What follows belongs to an exercise in optimizing a design on an open flow for small area; a production flow would make more cautious choices. RTL that was checked went through simulation tests only; none was proved equivalent to the original. For runs 5 and 6, only the layout was checked, not whether the RTL still works. The clock cells of runs 2 to 6 come from the design's own scripts or RTL, not from TritonCTS. No driver is modelled on the clock port, so clock power and skew are understated where the tree is cut down; a real chip needs a root buffer or a tree. No activity file was given, so power comes from the tool's default toggle rates.

<file path="flow/extra.mk">
export BUFFER_PORTS_ARGS = -buffer_cell sky130_fd_sc_hd__buf_1
export SKIP_REPAIR_TIE_FANOUT = 1
export DONT_USE_CELLS = sky130_fd_sc_hd__buf_4 sky130_fd_sc_hd__buf_6 sky130_fd_sc_hd__buf_8 sky130_fd_sc_hd__buf_12 sky130_fd_sc_hd__buf_16
export MIN_BUF_CELL_AND_PORTS = sky130_fd_sc_hd__buf_1 A X
</file>
<file path="constraint.sdc">
create_clock -name core_clock -period 5.0 [get_ports {i_clk}]
set_input_delay 1.0000 -clock core_clock [delete_from_list [all_inputs] [get_ports {i_clk}]]
set_output_delay 1.0000 -clock core_clock [all_outputs]
set_load 0.01 [all_outputs]
</file>
<file path="config.mk">
export PLATFORM = sky130hd
export DESIGN_NAME = tagged_message_frame_parser_top
export DESIGN_NICKNAME = tagged_message_frame_parser_top
export VERILOG_FILES = /design/flow/design.v
export SDC_FILE = /design/flow/constraint.sdc
export NUM_CORES = 4
export LEC_CHECK = 0
export ABC_AREA = 1
export CAP_MARGIN = 20
export CORE_MARGIN = 2
export CORE_UTILIZATION = 65
export SLEW_MARGIN = 20
</file>
<file path="flow/manual_cts.tcl">
# Splits a list of {iterm x y} into n groups of near-equal size, cutting
# each group across the longer side of its bounding box.
proc split_sinks {g n} {
  if {$n <= 1} { return [list $g] }
  set xs [lmap s $g {lindex $s 1}]
  set ys [lmap s $g {lindex $s 2}]
  set dx [expr {[tcl::mathfunc::max {*}$xs] - [tcl::mathfunc::min {*}$xs]}]
  set dy [expr {[tcl::mathfunc::max {*}$ys] - [tcl::mathfunc::min {*}$ys]}]
  set axis [expr {$dx >= $dy ? 1 : 2}]
  set s [lsort -integer -index $axis $g]
  set n1 [expr {$n / 2}]
  set n2 [expr {$n - $n1}]
  set cut [expr {int(round(double([llength $s]) * $n1 / $n))}]
  return [concat [split_sinks [lrange $s 0 [expr {$cut - 1}]] $n1] [split_sinks [lrange $s $cut end] $n2]]
}

# Manual clock tree, used by cts.tcl in place of clock_tree_synthesis: the
# flip-flop clock pins are split into NG balanced clusters; each cluster is
# driven by one leaf buffer at its centroid. The leaf buffers are driven by
# the clock port, or, with root_master, by one root buffer that the clock
# port drives (the port then feeds a single cell pin).
proc manual_cts {buf_master ng {root_master ""}} {
  set block [ord::get_db_block]
  set db [ord::get_db]
  set clknet [$block findNet i_clk]
  set master [$db findMaster $buf_master]
  set sinks {}
  foreach it [$clknet getITerms] {
    set inst [$it getInst]
    set bb [$inst getBBox]
    set x [expr {([$bb xMin] + [$bb xMax]) / 2}]
    set y [expr {([$bb yMin] + [$bb yMax]) / 2}]
    lappend sinks [list $it $x $y]
  }
  # recursive split into ng groups of near-equal size, cutting each group
  # across the longer side of its bounding box
  set groups [split_sinks $sinks $ng]
  set src $clknet
  if {$root_master ne ""} {
    set rinst [odb::dbInst_create $block [$db findMaster $root_master] "clkbuf_root"]
    set sx 0; set sy 0
    foreach s $sinks { set sx [expr {$sx + [lindex $s 1]}]; set sy [expr {$sy + [lindex $s 2]}] }
    $rinst setLocation [expr {$sx / [llength $sinks]}] [expr {$sy / [llength $sinks]}]
    $rinst setPlacementStatus PLACED
    set src [odb::dbNet_create $block "clknet_root"]
    $src setSigType CLOCK
    [$rinst findITerm A] connect $clknet
    [expr {[$rinst findITerm X] ne "NULL" ? [$rinst findITerm X] : [$rinst findITerm Y]}] connect $src
  }
  set k 0
  foreach g $groups {
    set sx 0; set sy 0
    foreach s $g { set sx [expr {$sx + [lindex $s 1]}]; set sy [expr {$sy + [lindex $s 2]}] }
    set n [llength $g]
    set cx [expr {$sx / $n}]; set cy [expr {$sy / $n}]
    set inst [odb::dbInst_create $block $master "clkbuf_leaf_$k"]
    $inst setLocation $cx $cy
    $inst setPlacementStatus PLACED
    set net [odb::dbNet_create $block "clknet_leaf_$k"]
    $net setSigType CLOCK
    [$inst findITerm A] connect $src
    [expr {[$inst findITerm X] ne "NULL" ? [$inst findITerm X] : [$inst findITerm Y]}] connect $net
    foreach s $g { set it [lindex $s 0]; $it disconnect; $it connect $net }
    incr k
  }
}
</file>
<file path="standard.sh">
#!/bin/bash
# synth_recipe.tcl (not shown) runs the flow's synth.tcl, then flattens the netlist and writes it again
# the make line also repeats each setting of config.mk as NAME=value (left out here)
make -C /OpenROAD-flow-scripts/flow DESIGN_CONFIG=/design/flow/config.mk WORK_HOME=/design/flow/orfs CLKGATE_MAP_FILE= SYNTH_SCRIPT=/design/flow/synth_recipe.tcl "${@:-finish}"
</file>
<file path="design.v">
package tmfp_pkg;
    localparam int APB_ADDR_W = 4;
    localparam int APB_DATA_W = 32;
    localparam int TAG_W      = 8;
    localparam int WORD_W     = 32;
    localparam int SIZE_W     = 28;
    localparam int OPC_W      = 4;
    localparam int KIND_W     = 2;
    localparam int ERR_W      = 2;
    localparam int IDX_W      = 2;
    localparam logic [WORD_W:0] FIELD_BYTES = (WORD_W + 1)'(12);
    localparam logic [KIND_W-1:0] KIND_DESC = 2'd0;
    localparam logic [KIND_W-1:0] KIND_BYTE = 2'd1;
    localparam logic [KIND_W-1:0] KIND_ERR  = 2'd2;
    localparam logic [ERR_W-1:0] ERR_UINT_TAG = 2'd0;
    localparam logic [ERR_W-1:0] ERR_STR_TAG  = 2'd1;
    localparam logic [ERR_W-1:0] ERR_SIZE     = 2'd2;
    localparam logic [1:0] REG_HDR_TAG  = 2'd0;
    localparam logic [1:0] REG_UINT_TAG = 2'd1;
    localparam logic [1:0] REG_STR_TAG  = 2'd2;
endpackage
import tmfp_pkg::*;
module tagged_message_frame_parser_top (
    input  logic                  i_clk,
    input  logic                  i_rst_n,
    input  logic                  i_byte_valid,
    output logic                  i_byte_ready,
    input  logic [TAG_W-1:0]      i_byte_in_byte,
    output logic                  o_res_valid,
    input  logic                  o_res_ready,
    output logic [KIND_W-1:0]     o_res_kind,
    output logic [WORD_W-1:0]     o_res_src_id,
    output logic [WORD_W-1:0]     o_res_dest_id,
    output logic [OPC_W-1:0]      o_res_opcode,
    output logic [SIZE_W-1:0]     o_res_packet_len,
    output logic [SIZE_W-1:0]     o_res_message_len,
    output logic [TAG_W-1:0]      o_res_msg_byte,
    output logic                  o_res_last,
    output logic [ERR_W-1:0]      o_res_error_code,
    input  logic                  i_psel,
    input  logic                  i_penable,
    input  logic                  i_pwrite,
    input  logic [APB_ADDR_W-1:0] i_paddr,
    input  logic [APB_DATA_W-1:0] i_pwdata,
    output logic [APB_DATA_W-1:0] o_prdata,
    output logic                  o_pready
);
    localparam logic [4:0] S_TU1   = 5'b000_00;   
    localparam logic [4:0] S_TU2   = 5'b000_01;   
    localparam logic [4:0] S_TU3   = 5'b000_10;   
    localparam logic [4:0] S_TS    = 5'b000_11;   
    localparam logic [4:0] S_HDR0  = 5'b001_00;
    localparam logic [4:0] S_SRC0  = 5'b010_00;
    localparam logic [4:0] S_DST0  = 5'b011_00;
    localparam logic [4:0] S_LEN0  = 5'b100_00;
    localparam logic [4:0] S_MSG1  = 5'b101_00;   
    localparam logic [4:0] S_MSGN  = 5'b101_01;   
    localparam logic [4:0] S_H_D   = 5'b110_00;   
    localparam logic [4:0] S_H_B   = 5'b110_01;   
    localparam logic [4:0] S_H_E0  = 5'b110_10;   
    localparam logic [4:0] S_H_E1  = 5'b111_10;   
    localparam logic [4:0] S_H_E2  = 5'b111_00;   
    logic [TAG_W-1:0]  r_hdr_tag_n, r_uint_tag_n, r_str_tag_n;
    logic [TAG_W-1:0]  r_hdr_tag, r_uint_tag, r_str_tag;
    assign r_hdr_tag  = ~r_hdr_tag_n;
    assign r_uint_tag = ~r_uint_tag_n;
    assign r_str_tag  = ~r_str_tag_n;
    logic [4:0]        r_st, n_st;
    logic              r_valid;
    logic              r_lenok, n_lenok;
    logic [WORD_W-1:0] r_hdr, r_src, r_dst;
    logic              acc, res;
    logic [TAG_W-1:0]  b;
    logic              st_hunt, st_tag, st_hdr, st_src, st_dst, st_len, st_msg, st_msgn;
    logic [1:0]        idx;
    logic [SIZE_W-1:0] sum;
    logic              cout;
    logic              sum_zero, sum_one;
    assign b   = i_byte_in_byte;
    assign idx = r_st[1:0];
    assign st_hunt = r_st[4] & r_st[3];
    assign st_tag  = r_st[4:2] == 3'b000;
    assign st_hdr  = r_st[4:2] == 3'b001;
    assign st_src  = r_st[4:2] == 3'b010;
    assign st_dst  = r_st[4:2] == 3'b011;
    assign st_len  = r_st[4:2] == 3'b100;
    assign st_msg  = r_st[4:2] == 3'b101;
    assign st_msgn = st_msg & r_st[0];
    assign o_pready = 1'b1;
    always_comb begin
        o_prdata = '0;
        case (i_paddr[3:2])
            REG_HDR_TAG:  o_prdata[TAG_W-1:0] = r_hdr_tag;
            REG_UINT_TAG: o_prdata[TAG_W-1:0] = r_uint_tag;
            REG_STR_TAG:  o_prdata[TAG_W-1:0] = r_str_tag;
            default:      o_prdata = '0;
        endcase
    end
    assign i_byte_ready = !r_valid || o_res_ready;
    assign acc          = i_byte_valid && i_byte_ready;
    logic [4:0]        lo;
    logic              b4;       
    logic [6:1]        zn;       
    logic [7:1]        pz;       
    logic [SIZE_W:4]   bw;       
    assign lo = {1'b0, r_hdr[3:0]} + (st_msgn ? 5'h0F : 5'h04);
    assign sum[3:0] = lo[3:0];
    assign b4 = ~lo[4];
    for (genvar g = 1; g < 7; g++) begin : g_zn
        assign zn[g] = (r_hdr[4*g+3:4*g] == 4'd0);
    end
    assign pz[1] = 1'b1;
    assign pz[2] = zn[1];
    assign pz[3] = zn[1] & zn[2];
    assign pz[4] = pz[3] & zn[3];
    assign pz[5] = pz[3] & (zn[3] & zn[4]);
    assign pz[6] = pz[3] & (zn[3] & zn[4] & zn[5]);
    assign pz[7] = pz[3] & (zn[3] & zn[4] & zn[5] & zn[6]);
    for (genvar g = 1; g < 7; g++) begin : g_nib
        for (genvar j = 0; j < 4; j++) begin : g_bit
            if (j == 0) begin : g_b0
                assign bw[4*g] = b4 & pz[g];
            end else begin : g_bj
                assign bw[4*g+j] = b4 & pz[g] & (r_hdr[4*g+j-1:4*g] == '0);
            end
            assign sum[4*g+j] = r_hdr[4*g+j] ^ bw[4*g+j];
        end
    end
    assign bw[SIZE_W] = b4 & pz[7];
    assign cout = ~bw[SIZE_W];
    logic hdr_hi0;
    assign hdr_hi0  = (r_hdr[SIZE_W-1:4] == '0);
    assign sum_zero = hdr_hi0 & (r_hdr[3:0] == 4'd12);
    assign sum_one  = hdr_hi0 & (r_hdr[3:0] == (st_msgn ? 4'd2 : 4'd13));
    logic [7:0] tag_val, len_val;
    logic       match, match_len, match_l3;
    assign tag_val = st_hunt ? r_hdr_tag : ((idx == 2'd3) ? r_str_tag : r_uint_tag);
    assign match   = (b == tag_val);
    always_comb begin
        case (idx)
            2'd0:    len_val = {4'b0, sum[27:24]};
            2'd1:    len_val = sum[23:16];
            default: len_val = sum[15:8];
        endcase
    end
    assign match_len = (b == len_val);
    assign match_l3  = (b == sum[7:0]);
    always_comb begin
        n_st    = r_st;
        n_lenok = r_lenok;
        res     = 1'b0;
        if (st_hunt) begin
            if (match) n_st = S_HDR0;
        end else if (st_tag) begin
            if (idx == 2'd3) begin
                res = 1'b1;
                if (!match)          n_st = S_H_E1;
                else if (sum_zero)   n_st = S_H_D;
                else                 n_st = S_MSG1;
            end else begin
                if (!match) begin
                    res  = 1'b1;
                    n_st = S_H_E0;
                end else begin
                    n_st = {3'(idx) + 3'd2, 2'b00};
                end
            end
        end else if (st_msg) begin
            res = 1'b1;
            n_st = sum_one ? S_H_B : S_MSGN;
        end else begin
            n_st = r_st + 5'd1;
            if (idx == 2'd3) n_st = {3'b000, 2'(r_st[4:2] - 3'd1)};
            if (st_len) begin
                n_lenok = (idx == 2'd0 ? cout : r_lenok) & match_len;
                if (idx == 2'd3 && !(r_lenok && match_l3)) begin
                    res  = 1'b1;
                    n_st = S_H_E2;
                end
            end
        end
    end
    always_ff @(posedge i_clk) begin
        if (!i_rst_n) begin
            r_hdr_tag_n  <= '1;
            r_uint_tag_n <= '1;
            r_str_tag_n  <= '1;
        end else if (i_psel && i_penable && i_pwrite) begin
            case (i_paddr[3:2])
                REG_HDR_TAG:  r_hdr_tag_n  <= ~i_pwdata[TAG_W-1:0];
                REG_UINT_TAG: r_uint_tag_n <= ~i_pwdata[TAG_W-1:0];
                REG_STR_TAG:  r_str_tag_n  <= ~i_pwdata[TAG_W-1:0];
                default: ;
            endcase
        end
    end
    always_ff @(posedge i_clk) begin
        if (!i_rst_n) begin
            r_st    <= S_H_D;
            r_valid <= 1'b0;
        end else begin
            if (acc) r_st <= n_st;
            if (i_byte_ready) r_valid <= acc && res;
        end
    end
    always_ff @(posedge i_clk) begin
        if (acc) begin
            r_lenok <= n_lenok;
            if (st_hdr) r_hdr <= {r_hdr[23:0], b};
            else if (st_msg) r_hdr[SIZE_W-1:0] <= sum;
            if (st_src || st_msg) r_src <= {r_src[23:0], b};
            if (st_dst) r_dst <= {r_dst[23:0], b};
        end
    end
    assign o_res_valid       = r_valid;
    assign o_res_last        = st_hunt;
    assign o_res_kind        = {st_hunt & (r_st[2] | r_st[1]), r_st[0]};
    assign o_res_error_code  = {~r_st[1], r_st[2] & r_st[1]};
    assign o_res_src_id      = r_src;
    assign o_res_dest_id     = r_dst;
    assign o_res_opcode      = r_hdr[WORD_W-1:SIZE_W];
    assign o_res_packet_len  = r_hdr[SIZE_W-1:0];
    assign o_res_message_len = sum;
    assign o_res_msg_byte    = r_src[TAG_W-1:0];
endmodule
</file>
<file path="flow/abc_area.script">
strash
&get -n
&deepsyn -T 60
&dch -f
&nf -R 1000
&put
topo
stime -c
</file>
<file path="flow/run.sh">
#!/bin/bash
# Own layout flow: the standard ORFS flow (standard.sh) with
#  - a copy of ORFS's scripts folder whose abc_area.script is replaced by
#    flow/abc_area.script (a stronger area mapping; registers are mapped by
#    dfflibmap as before, so their names and cells are unchanged);
#  - cts.tcl in that copy builds the clock tree with flow/manual_cts.tcl
#    (a root buffer driving 8 leaf buffers, each at the centre of a balanced
#    cluster of flip-flops) instead of clock_tree_synthesis;
#  - extra ORFS settings from flow/extra.mk appended to the standard flow's config.mk
#    (port buffers use buf_1, one tie cell per constant instead of one per load).
# make's output goes to flow_make.log here; ORFS writes each step's log under
# orfs/logs, copied to flow_logs/ at the end.
set -euo pipefail
W=$PWD
rm -rf "$W/orfs_scripts"
cp -r "$FLOW_HOME/scripts" "$W/orfs_scripts"
cp "$W/flow/abc_area.script" "$W/orfs_scripts/abc_area.script"
grep -q '^log_cmd clock_tree_synthesis {\*}\$cts_args$' "$W/orfs_scripts/cts.tcl"
sed -i "s#^log_cmd clock_tree_synthesis {\*}\\\$cts_args\$#source $W/flow/manual_cts.tcl; manual_cts sky130_fd_sc_hd__clkbuf_8 8 sky130_fd_sc_hd__clkbuf_4#" "$W/orfs_scripts/cts.tcl"
grep -q 'manual_cts sky130' "$W/orfs_scripts/cts.tcl"
cp config.mk own_config.mk
cat "$W/flow/extra.mk" >> own_config.mk
sed -e "s#DESIGN_CONFIG=[^ ]*#DESIGN_CONFIG=$W/own_config.mk SCRIPTS_DIR=$W/orfs_scripts#" standard.sh > own_standard.sh
status=0
bash own_standard.sh > flow_make.log 2>&1 || status=$?
cp -r orfs/logs flow_logs || true
exit $status
</file>
==> results.toml, run 1 <==
[run_status]
status = "aborted with a tool error"
haltStage = "1_2_yosys"
error = "ERROR: TCL interpreter returned an error: The step that buffers pass-through wires placed cells that are on DONT_USE_CELLS: 34 sky130_fd_sc_hd__buf_4 (a module's cells..."

[logic_synthesis]
ys_warn_count = 1
==> run 2: changes to the inputs <==
==> flow/extra.mk (replaced) <==
export BUFFER_PORTS_ARGS = -buffer_cell sky130_fd_sc_hd__buf_1
export SKIP_REPAIR_TIE_FANOUT = 1
export DONT_USE_CELLS = sky130_fd_sc_hd__buf_4 sky130_fd_sc_hd__buf_6 sky130_fd_sc_hd__buf_8 sky130_fd_sc_hd__buf_12 sky130_fd_sc_hd__buf_16
export SYNTH_MAPS_MAY_USE = sky130_fd_sc_hd__buf_4
==> results.toml, run 2 <==
[logic_synthesis]
synth-main-ff-cell = "edfxtp_1"
ys_top_cells_by_area = "edfxtp_1 (49%), dfxtp_1 (10%), a21oi_1 (5.2%)"
yosys.area_share.simple_pct = 11.0
syn-cell-area_um2 = 5920
synth_most_common_cell = "edfxtp_1"
synthMuxAreaShare_pct = 3.82
synthXorXnorAreaFrac_pct = 5.18
synth-edff-count = 97
syn_inst = 516
synth_cell_types = 40
synth_top_family_by_area = "simple AND/OR/NAND/NOR gates"
yosysTopAreaCell = "edfxtp_1"
synth_nets = 582
synth_seq_area_share_pct = 59.3
synth-compound-area-share_pct = 11.0
yosysTopAreaCellShare_pct = 49.2
synth_fa_ha_area_share_pct = 3.30
ys_warn_count = 1
synth_common_cells = "edfxtp_1 (97), nor2_1 (63), a21oi_1 (62)"
synth_area_per_cell_um2 = 11.5
synth.ff_latch_count = 127
postSynth.asyncResetShare_pct = 0

[routing]
wl_mm = 14.3
vias = 4659
drt-initial-drc-count = 354
antenna_left = 0
firstDrtPassIters = 5
wl_per_cell_um = 18.4
drc = 0
viasPerCell = 6.02

[layout]
utilization_pct = 75.9
drive_above_1_share_pct = 3.15
syn_to_final_growth_pct = 12.4
top_regs = "r_dst: 32 flops, r_hdr: 32 flops, r_src: 32 flops"
final_common_cell = "buf_1"
nets = 734
final_cell_mix = "buf_1 (171), edfxtp_1 (97), nor2_1 (62)"
num_antenna_cells = 0

[power_and_ir_drop]
powerDensity_nw_per_um2 = 263
vdd.ir_drop.worst_mv = 0.226
leakagePower_uw = 0.00212

[global_routing]
antenna_found_initial = 1
grt_use_total_pct = 27.4
grt_overflow_total = 0
grt_pass1_vias = 4328
grt_start_max_net_pins = 36
grt_pass1_wl_mm = 21.8

[setup_path]
path_class = "reg2out"
reg2reg_from = "r_st[2]$_SDFFE_PN0P_"
worstPathBufferInverterCount = 2
cp.arrival_ns = 3.73
cpMaxStageDelayCell = "fa_1"
cpLargestDelayFamily = "simple AND/OR/NAND/NOR gates"
cp.required_ns = 4.00
slowest_delay_ns = 0.48
cp_max_fo = 6
cp-end-kind = "output pin"
cp-start-kind = "flop"
crit_chain = "ha_2 -> nand2_2 -> nor2_2 -> clkinv_1 -> fa_1 -> nand3b_1 -> o21ai_2 -> nand4_1 -> or2_1 -> nor3_1 -> ha_1 -> xor2_1 -> buf_1"
critPathLaunch = "r_st[2]$_SDFFE_PN0P_"

[sta]
timing.setup.tns_ns = 0
min_period_ns = 4.73
hold_viol = 0
finalCritPeriodShare_pct = 94.6
rsz0062_at_grt = "no"
drv_slew = 0
setup_viol = 0
fin_worst_skew_ns = 0.0103
worst_slew_margin_rel_pct = 27.9
fin_hold_ws_ns = 0.454
tightest_slew_ns = 1.07
max_freq_mhz = 211

[worst_hold_path]
hold_class = "reg2reg"
hold_start = "r_dst[22]$_DFFE_PP_"

[placed_design]
dp_hpwl_mm = 10.4
gp_congestion = 0.869
io_buffers = 171

[die]
core_area_um2 = 8760
dieArea_um2 = 9890
initial_core_util_pct = 67.6
die_w_um = 99.5
fp-row-count = 34
io_pins = 223
die_y_um = 99.5

[run_status]
status = "finished clean"

[job]
maxCapViolations = 0

[cts]
path_clk_slew_ns = 0.10
cts_hold_buf = 0
insertion_delay_ns = 0.49
[run 2: power breakdown]
part           switching [uW]  internal (uW)
Combinational             104           42.5
Clock                     293            152
Sequential               13.5           1140
Total                     411           1340
[run 2: final timing paths]
check	slack, ns	endpoint	cells past startpoint
worst min-delay path	0.45	r_dst[30]$_DFFE_PP_	0
worst max register to register	0.75	r_lenok$_DFFE_PP_	17
worst max-delay path	0.27	o_res_message_len[21]	13
worst min register to register	0.45	r_dst[30]$_DFFE_PP_	0
[run 2: worst register-to-register path: stages (launching register included)]
cell and delay, ns:
dfxtp_1 0.46, ha_2 0.30, nand2_2 0.13, nor2_2 0.27, clkinv_1 0.24, fa_1 0.48
nand3b_1 0.12, o21ai_2 0.10, nand4_1 0.12, or2_1 0.28, nor3_1 0.10, ha_1 0.30
clkinv_1 0.10, a22oi_1 0.31, o22ai_1 0.14, nor2_1 0.13, o2111ai_1 0.10, a2111oi_0 0.37
[run 2: per-stage QoR]
| step | total power (uW) | cell area [um^2] | std cells | setup slack [ns] |
|---|---|---|---|---|
| after global routing | 1800 | 6660 | 774 | 0.00901 |
| after floorplan | 1280 | 5920 | 516 | 0.780 |
| after CTS | 1650 | 6610 | 773 | 0.167 |
| after global placement | 1320 | 6490 | 764 | 0.376 |
| final | 1750 | 6660 | 774 | 0.271 |
| after detailed placement | 1320 | 6490 | 764 | 0.178 |
[run 2: cells by family (layout without fill, tap and decap cells)]
family	after synthesis	in the layout
AOI/OAI and AO/OA	111	111
and+or+nand+nor	141	141
adders and majority gates	15	15
xor gates and xnor gates	35	35
buffers and inverters	64	214
other	2	2
muxes	21	21
DFF	127	127
[run 2: cell type report]
class | count | area (um^2)
timing repair buffer | 175 | 679
inverter | 30 | 113
tap | 108 | 135
fill | 601 | 2110
sequential | 127 | 3510
buffer | 9 | 118
multi-input combinational | 325 | 2100
[run 2: timing repair]
| item | 4_1_cts | 5_1_grt |
|---|---|---|
| gates resized for setup | 0 | 8 |
| setup endpoints to repair | 0 | 20 |
| buffers inserted | 0 | 1 |
[run 2: metal layers]
| layer | wire length, um | GRT usage (%) | vias up |
|---|---|---|---|
| li1 | - | - | 2152 |
| met3 | 1290 | 3.09 | 37 |
| met1 | 5740 | 38.9 | 2209 |
| met2 | 6780 | 45.4 | 259 |
| met5 | 13 | 0 | - |
| met4 | 426 | 7.90 | 2 |
==> run 3: changes to the inputs <==
==> flow/extra.mk (replaced) <==
export BUFFER_PORTS_ARGS = -buffer_cell sky130_fd_sc_hd__buf_1
export SKIP_REPAIR_TIE_FANOUT = 1
--- a/config.mk
+++ b/config.mk
@@ -8,5 +8,5 @@
 export ABC_AREA = 1
 export CAP_MARGIN = 20
 export CORE_MARGIN = 2
-export CORE_UTILIZATION = 65
+export CORE_UTILIZATION = 80
 export SLEW_MARGIN = 20
==> results.toml, run 3 <==
[run_status]
status = "finished clean"

[routing]
route.met3.wl_mm = 2.34
wl_mm = 17.2
wl_per_cell_um = 22.4
antenna_left = 0
drt-initial-drc-count = 990
met1Wirelength_mm = 5.55
route.met2.wl_mm = 7.88
top_layer = "met4"
vias = 5296
drc = 0
viasPerCell = 6.90
firstDrtPassIters = 6

[setup_path]
path_class = "reg2out"
cp.arrival_ns = 3.86
cpMaxStageDelayCell = "fa_1"
cp.required_ns = 4.00
crit_chain = "clkinv_1 -> ha_2 -> nand2_2 -> nor2_4 -> clkinvlp_4 -> fa_1 -> nand3b_1 -> o21ai_2 -> nand4_1 -> or2_0 -> buf_4 -> nor3_2 -> ha_1 -> xor2_1 -> buf_1"
cp-start-kind = "flop"
cp-end-kind = "output pin"
slowest_delay_ns = 0.47
cp_max_fo = 6

[sta]
setup_viol = 0
drv_slew = 0
min_period_ns = 4.86
tightest_slew_ns = 1.13
worst_slack_ns = 0.141
hold_viol = 0
fin_worst_skew_ns = 0.0188
worst_slew_margin_rel_pct = 24.3
max_freq_mhz = 206
timing.setup.tns_ns = 0
finalCritPeriodShare_pct = 97.2

[cts]
insertion_delay_ns = 0.50
path_clk_slew_ns = 0.10

[logic_synthesis]
synth-main-ff-cell = "edfxtp_1"
synth_common_cells = "edfxtp_1 (97), nor2_1 (63), a21oi_1 (62)"
synth-edff-count = 97
yosysTopAreaCellShare_pct = 49.2
yosysTopAreaCell = "edfxtp_1"
syn_inst = 516
synth_cell_types = 40
ys_warn_count = 1
synth_nets = 582
postSynth.asyncResetShare_pct = 0
synth.ff_latch_count = 127
synth_area_per_cell_um2 = 11.5
synth_seq_area_share_pct = 59.3
syn-cell-area_um2 = 5920
synth_most_common_cell = "edfxtp_1"
ys_top_cells_by_area = "edfxtp_1 (49%), dfxtp_1 (10%), a21oi_1 (5.2%)"

[die]
die_y_um = 90.0
initial_core_util_pct = 82.1
io_pins = 223
dieArea_um2 = 8110
core_area_um2 = 7210
die_w_um = 90.0
fp-row-count = 31

[worst_hold_path]
hold_class = "reg2reg"

[power_and_ir_drop]
leakagePower_uw = 0.00213
powerDensity_nw_per_um2 = 266
vdd.ir_drop.worst_mv = 0.209
total_power_uw = 1770

[global_routing]
grt_overflow_total = 0
antenna_found_initial = 1
grt_pass1_vias = 4748
grt_start_max_net_pins = 45
grt_pass1_wl_mm = 25.7
grt_use_total_pct = 39.5

[layout]
regArea_um2 = 3510
top_regs = "r_dst: 32 flops, r_hdr: 32 flops, r_src: 32 flops"
final_cell_area_um2 = 6650
multiInputGateArea_um2 = 2100
final_common_cell = "buf_1"
nets = 735
drive_above_1_share_pct = 3.75
n_fill_cell = 262
final_cell_mix = "buf_1 (171), edfxtp_1 (97), nor2_1 (62)"
syn_to_final_growth_pct = 12.3

[placed_design]
dp_hpwl_mm = 11.2
dpl-instance-area_um2 = 6480
gp_congestion = 0.885
io_buffers = 171
preCtsSetupSlack_ns = 0.257

[job]
maxCapViolations = 0
-- run 3: report_power, final --
group	total [uW]	leakage (uW)	internal, uW	switching (uW)
logic	156	0.000953	42.7	113
registers	1160	0.00112	1140	15.5
clock network	456	0.0000621	152	304
total	1770	0.00213	1340	432
-- run 3: cell type report --
type / count / area share (%)
multi-input cells: 325 / 31.6
inverters: 30 / 1.75
plain buffers: 9 / 1.77
well taps: 99 / 1.86
flip-flops and latches: 127 / 52.8
repair buffers: 176 / 10.2
diodes: 1 / 0.0376
-- run 3: metal layers --
layer  global-route usage [%]  vias to the layer above
li1                         -                     2154
met1                     51.6                     2337
met2                     67.2                      618
met3                     5.53                      187
met4                     16.5                        0
met5                        0                        -
-- run 3: through the flow --
stage	hold WS [ns]	utilization (%)	std cells
after floorplan	0.474	-	516
after global placement	0.428	89.8	756
after detailed placement	0.441	89.8	756
after CTS	0.442	91.4	765
after global routing	0.478	92.2	767
final	0.465	92.2	767
-- run 3: kinds of logic (layout without fill, tap and decap cells) --
kind of cell / count (synthesis) / in the layout / synth area share, %
AND/OR/NAND/NOR: 141 / 141 / 11.0
other: 2 / 3 / 0.127
AO/OA/AOI/OAI: 111 / 111 / 11.0
buffers and inverters: 64 / 215 / 6.21
flip-flops: 127 / 127 / 59.3
multiplexers: 21 / 21 / 3.82
adder cells (fa/ha/maj): 15 / 15 / 3.30
XOR/XNOR: 35 / 35 / 5.18
-- run 3: critical path, delay by kind of cell, from the launching register on --
family,cells,cell delay (ns)
AO/OA/AOI/OAI,1,0.10
XOR/XNOR,1,0.23
adder cells (fa/ha/maj),3,0.94
buffers and inverters,4,0.72
flip-flops,1,0.36
AND/OR/NAND/NOR,6,1.00
-- run 3: timing repair --
action                                  4_1_cts  5_1_grt
hold buffers                                  0        0
hold endpoints to repair                      0        0
setup buffers                                 0        1
endpoints found under the setup margin        0       23
gates resized for setup                       0       11
-- run 3: worst paths after layout --
check                            start                     to  slack, ns  cells after the start
hold reg to reg    r_dst[23]$_DFFE_PP_    r_dst[31]$_DFFE_PP_       0.47                      0
setup reg to reg  r_st[3]$_SDFFE_PN1P_      r_lenok$_DFFE_PP_       0.58                     19
hold / removal     r_dst[23]$_DFFE_PP_    r_dst[31]$_DFFE_PP_       0.47                      0
setup / recovery  r_st[3]$_SDFFE_PN1P_  o_res_message_len[21]       0.14                     15
==> run 4: changes to the inputs <==
--- a/config.mk
+++ b/config.mk
@@ -8,5 +8,5 @@
 export ABC_AREA = 1
 export CAP_MARGIN = 20
 export CORE_MARGIN = 2
-export CORE_UTILIZATION = 80
+export CORE_UTILIZATION = 65
 export SLEW_MARGIN = 20
==> results.toml, run 4 <==
[setup_path]
cp-start-kind = "flop"
cp_max_fo = 6
cp-end-kind = "output pin"
cp.arrival_ns = 3.75
path_class = "reg2out"
cp.required_ns = 4.00

[die]
die_y_um = 99.5
dieArea_um2 = 9890
io_pins = 223
die_w_um = 99.5
fp-row-count = 34
core_area_um2 = 8760
initial_core_util_pct = 67.6

[layout]
final_common_cell = "buf_1"
syn_to_final_growth_pct = 12.1
nets = 734
top_regs = "r_dst: 32 flops, r_hdr: 32 flops, r_src: 32 flops"
final_cell_mix = "buf_1 (171), edfxtp_1 (97), nor2_1 (62)"
drive_above_1_share_pct = 3.00

[logic_synthesis]
synth_nets = 582
synth-main-ff-cell = "edfxtp_1"
synth_seq_area_share_pct = 59.3
ys_warn_count = 1
synth_cell_types = 40
postSynth.asyncResetShare_pct = 0
synth_area_per_cell_um2 = 11.5
yosysTopAreaCellShare_pct = 49.2
yosysTopAreaCell = "edfxtp_1"
syn_inst = 516
synth.ff_latch_count = 127
ys_top_cells_by_area = "edfxtp_1 (49%), dfxtp_1 (10%), a21oi_1 (5.2%)"
synth_most_common_cell = "edfxtp_1"
synth_common_cells = "edfxtp_1 (97), nor2_1 (63), a21oi_1 (62)"
syn-cell-area_um2 = 5920
synth-edff-count = 97

[placed_design]
gp_congestion = 0.919
dp_hpwl_mm = 10.3
io_buffers = 171

[sta]
max_freq_mhz = 211
finalCritPeriodShare_pct = 94.9
min_period_ns = 4.75
hold_viol = 0
drv_slew = 0
setup_viol = 0
worst_slew_margin_rel_pct = 21.0
fin_worst_skew_ns = 0.0228
tightest_slew_ns = 1.18
fin_hold_ws_ns = 0.450

[routing]
drc = 0
firstDrtPassIters = 5
antenna_left = 0
wl_mm = 14.1
viasPerCell = 5.89
wl_per_cell_um = 18.2
drt-initial-drc-count = 383
vias = 4564

[worst_hold_path]
hold_class = "reg2reg"

[global_routing]
grt_pass1_vias = 4231
grt_start_max_net_pins = 33
grt_pass1_wl_mm = 21.5
antenna_found_initial = 1
grt_overflow_total = 0
grt_use_total_pct = 27.1

[power_and_ir_drop]
total_power_uw = 1750
vdd.ir_drop.worst_mv = 0.175
leakagePower_uw = 0.00213
powerDensity_nw_per_um2 = 264

[cts]
insertion_delay_ns = 0.51
path_clk_slew_ns = 0.10

[job]
maxCapViolations = 0

[run_status]
status = "finished clean"
[run 4: power by group]
| group | leakage [uW] | total (uW) | switching [uW] | internal (uW) |
|---|---|---|---|---|
| registers | 0.00112 | 1160 | 13.4 | 1140 |
| logic | 0.000948 | 146 | 103 | 42.5 |
| clock network | 0.0000621 | 452 | 301 | 152 |
| total | 0.00213 | 1750 | 417 | 1340 |
[run 4: what timing repair did]
item                       in CTS  in global routing
hold buffers                    0                  0
buffers inserted                0                  1
gates resized for setup         0                  8
setup endpoints to repair       0                 18
[run 4: cell type report]
cell class,instances,area [um^2]
fill,617,2120
sequential,127,3510
multi-input combinational,325,2090
antenna,1,2.50
buffer,9,118
inverter,30,113
tap,108,135
timing repair buffer,175,672
[run 4: logic make-up after synthesis]
family	after synthesis	synth area share [%]
other cells	2	0.127
xor+xnor	35	5.18
fa+ha+maj	15	3.30
buf+inv	64	6.21
mux	21	3.82
compound gates	111	11.0
simple gates	141	11.0
flops	127	59.3
[run 4: worst max-delay path: stages, from the launching register on]
cell and delay [ns]:
dfxtp_1 0.40, clkinv_1 0.17, ha_2 0.26, nand2_2 0.17, nor2_4 0.07, clkinv_1 0.12
fa_1 0.23, nand3b_1 0.08, o21ai_0 0.22, nand4_1 0.21, or2_4 0.34, nor4_4 0.27
nand2_1 0.13, nor2_1 0.13, xor2_1 0.26, buf_1 0.19
[run 4: path summary, 6_finish.rpt]
kind / startpoint / end / slack (ns) / depth (start not counted)
max: r_st[3]$_SDFFE_PN1P_ / o_res_message_len[27] / 0.25 / 15
min: r_src[21]$_DFFE_PP_ / r_src[29]$_DFFE_PP_ / 0.45 / 0
max reg2reg: r_st[2]$_SDFFE_PN0P_ / r_lenok$_DFFE_PP_ / 0.78 / 17
min reg2reg: r_src[21]$_DFFE_PP_ / r_src[29]$_DFFE_PP_ / 0.45 / 0
[run 4: per-stage QoR]
| stage | utilization (%) | area, um^2 | setup WS, ns | TNS [ns] | cells |
|---|---|---|---|---|---|
| 2_1_floorplan | - | 5920 | 0.780 | 0 | 516 |
| 6_report | 75.8 | 6640 | 0.255 | 0 | 775 |
| 3_5_place_dp | 74.0 | 6480 | 0.261 | 0 | 764 |
| 5_1_grt | 75.8 | 6640 | -0.00710 | -0.00710 | 774 |
| 4_1_cts | 75.3 | 6600 | 0.256 | 0 | 773 |
| 3_3_place_gp | 74.0 | 6480 | 0.343 | 0 | 764 |
[run 4: routing by layer]
layer  track usage [%]  wire (um)
met2              46.4       6940
met1              37.9       5760
met5                 0          0
met3              2.95       1180
met4              5.69        231
==> run 5: changes to the inputs <==
--- a/design.v
+++ b/design.v
@@ -71,7 +71,7 @@
     logic [WORD_W-1:0] r_hdr, r_src, r_dst;
     logic              acc, res;
     logic [TAG_W-1:0]  b;
-    logic              st_hunt, st_tag, st_hdr, st_src, st_dst, st_len, st_msg, st_msgn;
+    logic              st_hunt, st_tag, st_hdr, st_src, st_dst, st_len, st_msg;
     logic [1:0]        idx;
     logic [SIZE_W-1:0] sum;
     logic              cout;
@@ -85,7 +85,6 @@
     assign st_dst  = r_st[4:2] == 3'b011;
     assign st_len  = r_st[4:2] == 3'b100;
     assign st_msg  = r_st[4:2] == 3'b101;
-    assign st_msgn = st_msg & r_st[0];
     assign o_pready = 1'b1;
     always_comb begin
         o_prdata = '0;
@@ -99,11 +98,13 @@
     assign i_byte_ready = !r_valid || o_res_ready;
     assign acc          = i_byte_valid && i_byte_ready;
     logic [4:0]        lo;
+    logic              k_m1;     
     logic              b4;       
     logic [6:1]        zn;       
     logic [7:1]        pz;       
     logic [SIZE_W:4]   bw;       
-    assign lo = {1'b0, r_hdr[3:0]} + (st_msgn ? 5'h0F : 5'h04);
+    assign k_m1 = r_st[2] & r_st[0];
+    assign lo = {1'b0, r_hdr[3:0]} + (k_m1 ? 5'h0F : 5'h04);
     assign sum[3:0] = lo[3:0];
     assign b4 = ~lo[4];
     for (genvar g = 1; g < 7; g++) begin : g_zn
@@ -131,7 +132,7 @@
     logic hdr_hi0;
     assign hdr_hi0  = (r_hdr[SIZE_W-1:4] == '0);
     assign sum_zero = hdr_hi0 & (r_hdr[3:0] == 4'd12);
-    assign sum_one  = hdr_hi0 & (r_hdr[3:0] == (st_msgn ? 4'd2 : 4'd13));
+    assign sum_one  = hdr_hi0 & (r_hdr[3:0] == (r_st[0] ? 4'd2 : 4'd13));   
     logic [7:0] tag_val, len_val;
     logic       match, match_len, match_l3;
     assign tag_val = st_hunt ? r_hdr_tag : ((idx == 2'd3) ? r_str_tag : r_uint_tag);
==> results.toml, run 5 <==
[logic_synthesis]
synth_nets = 580
syn-cell-area_um2 = 5950
postSynth.asyncResetShare_pct = 0
syn_inst = 513
synth_seq_area_share_pct = 59.0
ys_warn_count = 1
yosysTopAreaCell = "edfxtp_1"
synth.ff_latch_count = 127
synth_cell_types = 36
synth_area_per_cell_um2 = 11.6
ys_top_cells_by_area = "edfxtp_1 (49%), dfxtp_1 (10%), buf_4 (4.3%)"
synth_most_common_cell = "edfxtp_1"
synth_common_cells = "edfxtp_1 (97), nor2_1 (54), a21oi_1 (49)"
synth-edff-count = 97
synth-main-ff-cell = "edfxtp_1"
yosysTopAreaCellShare_pct = 48.9

[sta]
rsz0062_at_grt = "yes"
worst_slew_margin_rel_pct = 35.6
finalCritPeriodShare_pct = 106
fin_worst_skew_ns = 0.0230
max_freq_mhz = 188
min_period_ns = 5.32
drv_slew = 0
worst_slack_ns = -0.317
setup_viol = 6
hold_viol = 0
tightest_slew_ns = 0.964

[setup_path]
cp.required_ns = 4.00
cp-end-kind = "output pin"
path_class = "reg2out"
worstPathBufferInverterCount = 4
slowest_delay_ns = 0.42
cp-start-kind = "flop"
crit_chain = "nand2_2 -> inv_2 -> ha_4 -> inv_2 -> fa_2 -> nor2b_4 -> o21ai_2 -> or3_4 -> nor2_4 -> nand2_2 -> nor3_2 -> nand2_1 -> nor3_2 -> nand2_1 -> nor3_2 -> nand2_1 -> or2_4 -> buf_6 -> nor2b_4 -> nand2b_1 -> xnor2_2 -> buf_2"
cpLargestDelayFamily = "simple AND/OR/NAND/NOR gates"
cpMaxStageDelayCell = "or3_4"
cp_max_fo = 3
cp.arrival_ns = 4.32

[cts]
insertion_delay_ns = 0.47
path_clk_slew_ns = 0.10
cts_hold_buf = 0

[global_routing]
grt_start_max_net_pins = 41
grt_pass1_wl_mm = 22.2
grt_pass1_vias = 4341
grt_use_total_pct = 27.9
grt_overflow_total = 0
antenna_found_initial = 1

[die]
fp-row-count = 34
initial_core_util_pct = 67.6
die_y_um = 99.7
io_pins = 223
die_w_um = 99.7
dieArea_um2 = 9940
core_area_um2 = 8810

[routing]
vias = 4783
drt-initial-drc-count = 479
firstDrtPassIters = 5
wl_mm = 15.4
drc = 0
antenna_left = 0
wl_per_cell_um = 19.3
viasPerCell = 5.99

[power_and_ir_drop]
vdd.ir_drop.worst_mv = 0.208
leakagePower_uw = 0.00236
seqPwrFrac_pct = 65.1
switching_share_pct = 23.9
total_power_uw = 1780
comb_power_share_pct = 10.0
powerDensity_nw_per_um2 = 253
p_sw_uw = 426
pwr-share-clk_pct = 24.9
internal-power_uw = 1350

[placed_design]
dp_hpwl_mm = 10.7
dpl.cell_count = 778
io_buffers = 171
gp_congestion = 0.945

[layout]
n_fill_cell = 580
drive_above_1_share_pct = 11.0
stdcell_count = 799
num_antenna_cells = 0
final_common_cell = "buf_1"
syn_to_final_growth_pct = 18.2
final_cell_mix = "buf_1 (165), edfxtp_1 (97), nor2_1 (52)"
nets = 760
top_regs = "r_dst: 32 flops, r_hdr: 32 flops, r_src: 32 flops"

[worst_hold_path]
hold_class = "reg2reg"

[run_status]
so.violations = "setup timing"
status = "finished with violations"

[job]
maxCapViolations = 0
run 5: cell count changes after synthesis, sizes merged, moves of 4 or more:
cell	previous run	this run
nor2	63	54
mux2i	8	2
mux2	13	19
nand3	5	9
a21oi	62	49
nor3	10	15
nor4	8	3
nand2b	6	10
clkinv	30	26
xor2	15	20
run 5: cells by family after synthesis:
group	Yosys count	share of synthesized area (%)
flip-flops	127	59.0
multiplexers	21	3.93
XOR/XNOR	40	5.88
AO/OA/AOI/OAI	103	10.4
other	2	0.126
buffers and inverters	60	5.93
adder cells (fa/ha/maj)	16	3.49
AND/OR/NAND/NOR	144	11.3
run 5: through the flow:
step                      utilization (%)  area [um^2]  TNS [ns]  worst slack, ns  hold WS (ns)
after detailed placement             75.5         6650         0           0.0109         0.433
after CTS                            76.9         6770         0           0.0336         0.433
final                                79.9         7040     -1.12           -0.317         0.454
after global placement               75.5         6650         0            0.210         0.427
after floorplan                         -         5960         0           0.0289         0.474
after global routing                 79.9         7040     -2.58           -0.521         0.457
run 5: final timing paths:
path / cells after the start / slack [ns] / endpoint / from
min reg2reg: 0 / 0.45 / r_src[21]$_DFFE_PP_ / r_src[13]$_DFFE_PP_
max reg2reg: 27 / 0 / r_lenok$_DFFE_PP_ / r_st[0]$_SDFFE_PN0P_
min: 0 / 0.45 / r_src[21]$_DFFE_PP_ / r_src[13]$_DFFE_PP_
max: 22 / -0.32 / o_res_message_len[27] / r_st[0]$_SDFFE_PN0P_
run 5: routing by layer:
metal | up-vias | routed length [um] | track usage (%)
li1 | 2189 | - | -
met1 | 2264 | 6240 | 40.4
met2 | 297 | 7380 | 45.8
met3 | 31 | 1470 | 3.37
met4 | 2 | 322 | 6.53
met5 | - | 12 | 0
run 5: power by group through the flow:
stage | sequential (uW) | clock, uW | combinational (uW)
3_3_place_gp | 1180 | 0 | 166
2_1_floorplan | 1190 | 0 | 115
3_5_place_dp | 1180 | 0 | 169
6_report | 1160 | 442 | 178
5_1_grt | 1160 | 479 | 192
4_1_cts | 1180 | 329 | 170
run 5: final cells by class:
class	instances	area [um^2]	share of cell area (%)
buffer	9	118	1.67
inverter	26	97.6	1.39
multi-input combinational	326	2260	32.1
sequential	127	3520	50.0
tap	108	135	1.92
timing repair buffer	203	916	13.0
run 5: timing repair:
item | 4_1_cts | 5_1_grt
pin swaps | 0 | 16
resized for setup | 1 | 52
setup endpoints to repair | 1 | 12
setup buffers | 0 | 12
==> run 6: changes to the inputs <==
--- a/design.v
+++ b/design.v
@@ -71,7 +71,7 @@
     logic [WORD_W-1:0] r_hdr, r_src, r_dst;
     logic              acc, res;
     logic [TAG_W-1:0]  b;
-    logic              st_hunt, st_tag, st_hdr, st_src, st_dst, st_len, st_msg;
+    logic              st_hunt, st_tag, st_hdr, st_src, st_dst, st_len, st_msg, st_msgn;
     logic [1:0]        idx;
     logic [SIZE_W-1:0] sum;
     logic              cout;
@@ -85,6 +85,7 @@
     assign st_dst  = r_st[4:2] == 3'b011;
     assign st_len  = r_st[4:2] == 3'b100;
     assign st_msg  = r_st[4:2] == 3'b101;
+    assign st_msgn = st_msg & r_st[0];
     assign o_pready = 1'b1;
     always_comb begin
         o_prdata = '0;
@@ -98,13 +99,11 @@
     assign i_byte_ready = !r_valid || o_res_ready;
     assign acc          = i_byte_valid && i_byte_ready;
     logic [4:0]        lo;
-    logic              k_m1;     
     logic              b4;       
     logic [6:1]        zn;       
     logic [7:1]        pz;       
     logic [SIZE_W:4]   bw;       
-    assign k_m1 = r_st[2] & r_st[0];
-    assign lo = {1'b0, r_hdr[3:0]} + (k_m1 ? 5'h0F : 5'h04);
+    assign lo = {1'b0, r_hdr[3:0]} + (st_msgn ? 5'h0F : 5'h04);
     assign sum[3:0] = lo[3:0];
     assign b4 = ~lo[4];
     for (genvar g = 1; g < 7; g++) begin : g_zn
@@ -132,11 +131,16 @@
     logic hdr_hi0;
     assign hdr_hi0  = (r_hdr[SIZE_W-1:4] == '0);
     assign sum_zero = hdr_hi0 & (r_hdr[3:0] == 4'd12);
-    assign sum_one  = hdr_hi0 & (r_hdr[3:0] == (r_st[0] ? 4'd2 : 4'd13));   
-    logic [7:0] tag_val, len_val;
-    logic       match, match_len, match_l3;
-    assign tag_val = st_hunt ? r_hdr_tag : ((idx == 2'd3) ? r_str_tag : r_uint_tag);
-    assign match   = (b == tag_val);
+    assign sum_one  = hdr_hi0 & (r_hdr[3:0] == (st_msgn ? 4'd2 : 4'd13));
+    logic [7:0] cmp_val, len_val;
+    logic       match, match_len;
+    always_comb begin
+        if (st_hunt)                  cmp_val = r_hdr_tag;
+        else if (st_len)              cmp_val = sum[7:0];
+        else if (idx == 2'd3)         cmp_val = r_str_tag;
+        else                          cmp_val = r_uint_tag;
+    end
+    assign match = (b == cmp_val);
     always_comb begin
         case (idx)
             2'd0:    len_val = {4'b0, sum[27:24]};
@@ -145,7 +149,6 @@
         endcase
     end
     assign match_len = (b == len_val);
-    assign match_l3  = (b == sum[7:0]);
     always_comb begin
         n_st    = r_st;
         n_lenok = r_lenok;
@@ -174,7 +177,7 @@
             if (idx == 2'd3) n_st = {3'b000, 2'(r_st[4:2] - 3'd1)};
             if (st_len) begin
                 n_lenok = (idx == 2'd0 ? cout : r_lenok) & match_len;
-                if (idx == 2'd3 && !(r_lenok && match_l3)) begin
+                if (idx == 2'd3 && !(r_lenok && match)) begin
                     res  = 1'b1;
                     n_st = S_H_E2;
                 end
==> results.toml, run 6 <==
[cts]
cts_hold_buf = 0
insertion_delay_ns = 0.49
path_clk_slew_ns = 0.10

[setup_path]
cp.required_ns = 4.00
slowest_delay_ns = 0.39
cp-start-kind = "flop"
worstPathBufferInverterCount = 2
crit_chain = "inv_2 -> ha_4 -> nand2_4 -> nor2_4 -> nand2_2 -> fa_2 -> nand2b_1 -> maj3_2 -> or3_4 -> or2_4 -> nor4_4 -> nand2_2 -> nor3_4 -> nand3_2 -> nor2_4 -> nand2_2 -> nor2_2 -> xor2_1 -> buf_2"
cp.arrival_ns = 4.08
cpMostUsedCell = "nand2_2"
path_class = "reg2out"
cp_max_fo = 3
cp-end-kind = "output pin"
cpMaxStageDelayCell = "or3_4"
cpLargestDelayFamily = "simple AND/OR/NAND/NOR gates"

[sta]
rsz0062_at_grt = "yes"
drv_slew = 0
tightest_slew_ns = 1.11
min_period_ns = 5.08
hold_viol = 0
setup_viol = 2
worst_slack_ns = -0.0778
finalCritPeriodShare_pct = 102
max_freq_mhz = 197
worst_slew_margin_rel_pct = 25.5
fin_worst_skew_ns = 0.0169

[placed_design]
dp_hpwl_mm = 10.9
io_buffers = 171
gp_congestion = 0.923
dpl-instance-area_um2 = 6560
dpl.cell_count = 769

[logic_synthesis]
synth_area_per_cell_um2 = 11.6
synth_most_common_cell = "edfxtp_1"
yosysTopAreaCellShare_pct = 49.4
synth-main-ff-cell = "edfxtp_1"
ys_warn_count = 1
ys_top_cells_by_area = "edfxtp_1 (49%), dfxtp_1 (10%), buf_4 (4.3%)"
postSynth.asyncResetShare_pct = 0
synth_cell_types = 44
synth.ff_latch_count = 127
yosysTopAreaCell = "edfxtp_1"
synth_nets = 574
syn_inst = 508
synth_seq_area_share_pct = 59.6
syn-cell-area_um2 = 5900
synth_common_cells = "edfxtp_1 (97), nor2_1 (49), a21oi_1 (42)"
synth-edff-count = 97

[power_and_ir_drop]
vdd.ir_drop.worst_mv = 0.205
powerDensity_nw_per_um2 = 265
p_sw_uw = 448
comb_power_share_pct = 11.4
seqPwrFrac_pct = 63.9
pwr-share-clk_pct = 24.7
switching_share_pct = 24.7
internal-power_uw = 1360
leakagePower_uw = 0.00226

[global_routing]
grt_pass1_vias = 4344
globalRouteMet2Util_pct = 46.5
grt_busiest_layer = "met2"
grt_overflow_total = 0
met3_usage_pct = 3.30
antenna_found_initial = 0
grt_use_total_pct = 28.2
grt_util_met1_pct = 41.4
grt_start_max_net_pins = 41
grt_pass1_wl_mm = 22.5

[die]
die_y_um = 99.2
dieArea_um2 = 9850
io_pins = 223
fp-row-count = 34
die_w_um = 99.2
core_area_um2 = 8760
initial_core_util_pct = 67.3

[layout]
final_common_cell = "buf_1"
nets = 743
final_cell_area_um2 = 6850
final_cell_mix = "buf_1 (167), edfxtp_1 (97), nor2_1 (46)"
utilization_pct = 78.2
stdcell_count = 783
top_regs = "r_dst: 32 flops, r_hdr: 32 flops, r_src: 32 flops"
num_antenna_cells = 0
syn_to_final_growth_pct = 16.2
drive_above_1_share_pct = 9.19

[worst_hold_path]
hold_class = "reg2reg"

[job]
maxCapViolations = 0

[routing]
viasPerCell = 6.15
drc = 0
vias = 4816
wl_per_cell_um = 19.2
firstDrtPassIters = 5
wl_mm = 15.0
antenna_left = 0
drt-initial-drc-count = 419

[run_status]
status = "finished with violations"
so.violations = "setup timing"
## run 6: cell types whose count changed after synthesis, sizes merged, moves of 3 or more
cell,before,now
xnor2,20,15
o21ai,19,23
a21oi,49,42
a31oi,2,5
nor2b,6,2
nor2,54,49
nand2,27,34
xor2,20,17
nor4,3,6
and3,4,1
## run 6: cells by family after synthesis
logic type               synth area share, %
AO/OA/AOI/OAI                           11.6
XOR/XNOR                                4.75
adder cells (fa/ha/maj)                 3.48
buffers and inverters                   5.98
flip-flops                              59.6
multiplexers                            3.25
other                                  0.127
AND/OR/NAND/NOR                         11.2
## run 6: power groups by stage
stage               logic, uW  registers (uW)  clock network (uW)
detailed placement        198            1180                   0
global placement          195            1180                   0
global route              224            1160                 483
floorplan                 131            1190                   0
CTS                       199            1180                 329
finish                    207            1160                 447
## run 6: worst paths after layout
kind,start,to,slack [ns],cells after the start
worst min-delay path,r_dst[21]$_DFFE_PP_,r_dst[29]$_DFFE_PP_,0.45,0
worst max register to register,r_st[3]$_SDFFE_PN1P_,r_lenok$_DFFE_PP_,0.24,23
worst min register to register,r_dst[21]$_DFFE_PP_,r_dst[29]$_DFFE_PP_,0.45,0
worst max-delay path,r_st[3]$_SDFFE_PN1P_,o_res_message_len[27],-0.08,19
## run 6: routing by layer
metal | up-vias | wire, um
met3 | 29 | 1620
met5 | - | 0
met4 | 0 | 289
met2 | 333 | 7070
li1 | 2177 | -
met1 | 2277 | 6030
## run 6: worst reg2reg max path, cell delays in order, from the launching register on
cell and delay [ns]:
dfxtp_2 0.35, inv_2 0.05, ha_4 0.16, nand2_4 0.07, nor2_4 0.05, nand2_2 0.06
fa_2 0.21, nand2b_1 0.07, maj3_2 0.32, or3_4 0.39, or2_4 0.27, nor4_4 0.21
nand2_2 0.13, nor3_4 0.25, nand3_2 0.17, nor3_2 0.23, ha_2 0.20, inv_2 0.04
buf_4 0.12, a221oi_1 0.33, xnor2_1 0.14, nor4_1 0.31, nand3_1 0.12, a2111oi_0 0.30
## run 6: what timing repair did
| action | in CTS | in global routing |
|---|---|---|
| endpoints found under the hold margin | 0 | 0 |
| pin swaps | 0 | 14 |
| endpoints found under the setup margin | 3 | 17 |
| buffers inserted | 0 | 5 |
| resized for setup | 2 | 41 |
## run 6: through the flow
step,worst slack [ns],TNS [ns],total power (uW),hold slack [ns]
finish,-0.0778,-0.127,1810,0.451
global route,-0.187,-0.662,1870,0.462
CTS,0.0514,0,1710,0.429
detailed placement,-0.0906,-0.176,1380,0.429
global placement,0.0816,0,1370,0.427
floorplan,0.0185,0,1320,0.469
## run 6: area by class of cell
type | instances | area (um^2)
multi-input cells | 321 | 2170
plain buffers | 9 | 118
well taps | 108 | 135
repair buffers | 192 | 811
fillers | 597 | 1910
inverters | 26 | 97.6
flip-flops and latches | 127 | 3520

afterwards: timing with drivers on the ports:
Ports are ideal in the flow. The routed layouts listed here were re-timed in OpenROAD.
Step 1 assumes that a clkbuf_16 drives the clock port and a buf_2 every other input.
Step 2, shift: input delay + t, output delay - t, t = (earliest + latest rising clock arrival at the registers) / 2. This alone moves slack from input paths to output paths.
Slacks: ideal ports / drivers / drivers and shift; pairs: ideal ports / drivers.
run | t (ns) | setup WS [ns] | hold WS [ns] | cell pins on the clock port's net
run 2 | 0.516 | 0.271 / 0.235 / 0.751 | 0.454 / 0.454 / 0.454 | 1
run 3 | 0.524 | 0.141 / 0.102 / 0.577 | 0.465 / 0.465 / 0.465 | 1
run 4 | 0.533 | 0.255 / 0.218 / 0.751 | 0.450 / 0.450 / 0.450 | 1
run 5 | 0.496 | -0.317 / -0.354 / 0.000 | 0.454 / 0.454 / 0.454 | 1
run 6 | 0.520 | -0.078 / -0.115 / 0.237 | 0.451 / 0.451 / 0.451 | 1
